Source: an optimization exercise on an open RTL-to-GDS flow (aim: small area, a short achievable clock period and few clock cycles per item). Production flows keep margins and buffers that such runs may drop.
At most, simulation tests tie the RTL to the original design; equivalence was not proved.

## build 37
## axi_lite_slave_mem
module axi_lite_slave_mem #(
    parameter int ADDR_WIDTH = 32,
    parameter int DATA_WIDTH = 32,
    parameter int DEPTH      = 32
) (
    input  logic                  s_axi_aclk,
    input  logic                  s_axi_areset,
    input  logic [ADDR_WIDTH-1:0] s_axi_awaddr,
    input  logic [2:0]            s_axi_awprot,
    input  logic                  s_axi_awvalid,
    output logic                  s_axi_awready,
    input  logic [DATA_WIDTH-1:0] s_axi_wdata,
    input  logic [3:0]            s_axi_wstrb,
    input  logic                  s_axi_wvalid,
    output logic                  s_axi_wready,
    output logic [1:0]            s_axi_bresp,
    output logic                  s_axi_bvalid,
    input  logic                  s_axi_bready,
    input  logic [ADDR_WIDTH-1:0] s_axi_araddr,
    input  logic [2:0]            s_axi_arprot,
    input  logic                  s_axi_arvalid,
    output logic                  s_axi_arready,
    output logic [DATA_WIDTH-1:0] s_axi_rdata,
    output logic [1:0]            s_axi_rresp,
    output logic                  s_axi_rvalid,
    input  logic                  s_axi_rready
);
clock: 4.0 ns
lec_check: 0
cap_margin: 20
core_margin: 2
core_utilization: 40
cts_cluster_diameter: 120
cts_cluster_size: 24
setup_slack_margin: 2.2
slew_margin: 20
synth_hierarchical: 1
standard.sh (not shown) runs the stock make flow with config.mk's settings and CLKGATE_MAP_FILE= SYNTH_SCRIPT=/design/flow/synth_recipe.tcl, a recipe that flattens the netlist after the stock synthesis.
==> flow/flow/run.sh <==
#!/bin/bash
# Own layout flow: the standard flow (standard.sh, unchanged synthesis, floorplan,
# power grid and tap cells), with plain buffers for the port buffers instead of the
# delay cells buffer_ports picks on its own.
set -euo pipefail
export BUFFER_PORTS_ARGS="-buffer_cell sky130_fd_sc_hd__buf_2"
bash standard.sh finish > flow_standard.log 2>&1
--- input diff build 37..build 36 ---
==> flow/flow/run.sh <==
#!/bin/bash
# Own layout flow: the standard flow (standard.sh: unchanged synthesis, floorplan,
# power grid and tap cells), with two changes to how the layout is made:
#  - plain buffers (buf_2) for the port buffers instead of the delay cells buffer_ports
#    picks on its own;
#  - clock tree synthesis with a non-default routing rule (wider, spaced wires) on the
#    clock nets, for a faster tree. Clustering is as in config.mk.
set -euo pipefail
export BUFFER_PORTS_ARGS="-buffer_cell sky130_fd_sc_hd__buf_2"
export CTS_ARGS="-sink_clustering_enable -repair_clock_nets -sink_clustering_size 24 -sink_clustering_max_diameter 120 -apply_ndr full"
bash standard.sh finish > flow_standard.log 2>&1
Findings:
Reported for build 36 and build 37, remaining routing DRC violations turned out identical to the last digit. There was hardly any difference in placer's final routability congestion estimate between build 37 and build 36. Final critical delay including setup and external delays: build 37 vs build 36 identical. Comparing build 37 against build 36, there is no change at all in clock sink count. For global-route usage, build 36 and build 37 come out practically identical. Area growth from synthesis to final layout: build 37 vs build 36, no meaningful difference. On met1 usage in global routing, build 36 and build 37 are basically level.
diff inputs: build 36 => build 22
- a change of SETUP_SLACK_MARGIN from 2.2 to 2.0
==> flow/flow/run.sh <==
#!/bin/bash
# Own layout flow: the standard flow (standard.sh, unchanged synthesis, floorplan,
# power grid and tap cells), with plain buffers for the port buffers instead of the
# delay cells buffer_ports picks on its own.
set -euo pipefail
export BUFFER_PORTS_ARGS="-buffer_cell sky130_fd_sc_hd__buf_2"
bash standard.sh finish > flow_standard.log 2>&1
--- outcome ---
Build 22 closes out successfully: all stages finished, all timing, DRC and antenna checks passed.
Compared with build 36, build 22 shows a higher flip-flop and latch share of the layout cell area.
Going from build 36 to build 22, setup slack of the critical path after layout went down by 0.028 ns, global-route usage went down by 0.33 points.
Relative to build 36, the total of clock buffers placed in the layout of build 22 is lower by 2.0%.
Higher summed area of non-filler cells in the final layout among build 22 and build 36: build 36
On number of ordinary and repair buffers in the finished layout: build 22 sits below build 36.
No functional check of the RTL was part of any run of this note.

* * *

== the reference run ==
axi_lite_slave_mem, a different RTL version from the one above (not shown whole).
Size in the first run: about 2800 cells after synthesis, ~1200 flip-flops, roughly 150 I/O pins, about 45000 um^2 of cells after synthesis.
// axi_lite_slave_mem
module axi_lite_slave_mem #(
    parameter int ADDR_WIDTH = 32,
    parameter int DATA_WIDTH = 32,
    parameter int DEPTH      = 32
) (
    input  logic                  s_axi_aclk,
    input  logic                  s_axi_areset,
    input  logic [ADDR_WIDTH-1:0] s_axi_awaddr,
    input  logic [2:0]            s_axi_awprot,
    input  logic                  s_axi_awvalid,
    output logic                  s_axi_awready,
    input  logic [DATA_WIDTH-1:0] s_axi_wdata,
    input  logic [3:0]            s_axi_wstrb,
    input  logic                  s_axi_wvalid,
    output logic                  s_axi_wready,
    output logic [1:0]            s_axi_bresp,
    output logic                  s_axi_bvalid,
    input  logic                  s_axi_bready,
    input  logic [ADDR_WIDTH-1:0] s_axi_araddr,
    input  logic [2:0]            s_axi_arprot,
    input  logic                  s_axi_arvalid,
    output logic                  s_axi_arready,
    output logic [DATA_WIDTH-1:0] s_axi_rdata,
    output logic [1:0]            s_axi_rresp,
    output logic                  s_axi_rvalid,
    input  logic                  s_axi_rready
);
Settings: LEC_CHECK=0, CAP_MARGIN=20, CORE_MARGIN=2, CORE_UTILIZATION=40, SETUP_SLACK_MARGIN=2.2, SLEW_MARGIN=20; clock period 4.0 ns.
run.sh (not shown) runs the stock make flow with config.mk's settings and CLKGATE_MAP_FILE= SYNTH_SCRIPT=/design/flow/synth_recipe.tcl, a recipe that flattens the netlist after the stock synthesis.
Stock flow here: none of the scripts above is used.
The reference run: PASS, flow complete, no timing, DRC or antenna violations
Setup changes, the reference run to the trial run
- a change of CORE_UTILIZATION from 40 to 65
- an added ABC_CLOCK_PERIOD_IN_PS of 1800
==> comparison <==
- No final results exist for the trial run, since it was stopped by error GRT-0232 during global routing.
- The reference run has completed all stages; timing, DRC and antenna checks passed.
- Against the reference run, the trial run comes in 577 lower on number of placed cells counting well taps.
- The trial run -> the reference run: compound-gate portion of the synthesized area delta 0, exact match
- As far as number of distinct library cells after synthesis goes, the trial run and the reference run are indistinguishable; the numbers are identical.
- Re number of placed I/O pins: no difference whatsoever between the reference run and the trial run.
- Compared with the reference run, the trial run shows floorplan row count that has gone down by more than 10%.

## what the ideal ports hide
In the flow no input, the clock included, has a driving cell. The finished layouts below were timed again as built, in two steps.
Step 1 assumes that a clkbuf_16 drives the clock port and a buf_2 every other input.
Step 2, shift: input delay + t, output delay - t, t = (earliest + latest rising clock arrival at the registers) / 2. This alone moves slack from input paths to output paths.
Slacks: ideal / step 1 / step 2; pairs: ideal / step 1.
| run | t, ns | setup slack, ns | worst hold slack (ns) | worst register clock-pin slew, ns | worst slew at a driven data input, ns |
|---|---|---|---|---|---|
| build 37 | 0.724 | 2.034 / 1.961 / 1.481 | 0.369 / 0.325 / 0.461 | 0.10 / 0.10 | 0.11 |
| build 36 | 0.724 | 2.034 / 1.961 / 1.481 | 0.369 / 0.325 / 0.461 | 0.10 / 0.10 | 0.11 |
| build 22 | 0.721 | 2.006 / 1.958 / 1.362 | 0.360 / 0.328 / 0.456 | 0.10 / 0.10 | 0.19 |
| the reference run | 0.772 | 1.375 / 1.375 / 1.375 | 0.548 / 0.548 / 0.548 | 0.08 / 0.08 | 0.05 |
After both steps every run listed still meets setup and hold. The setup slack of build 22, which loses most, moves by -0.048 ns with the drivers and by -0.644 ns with both steps.
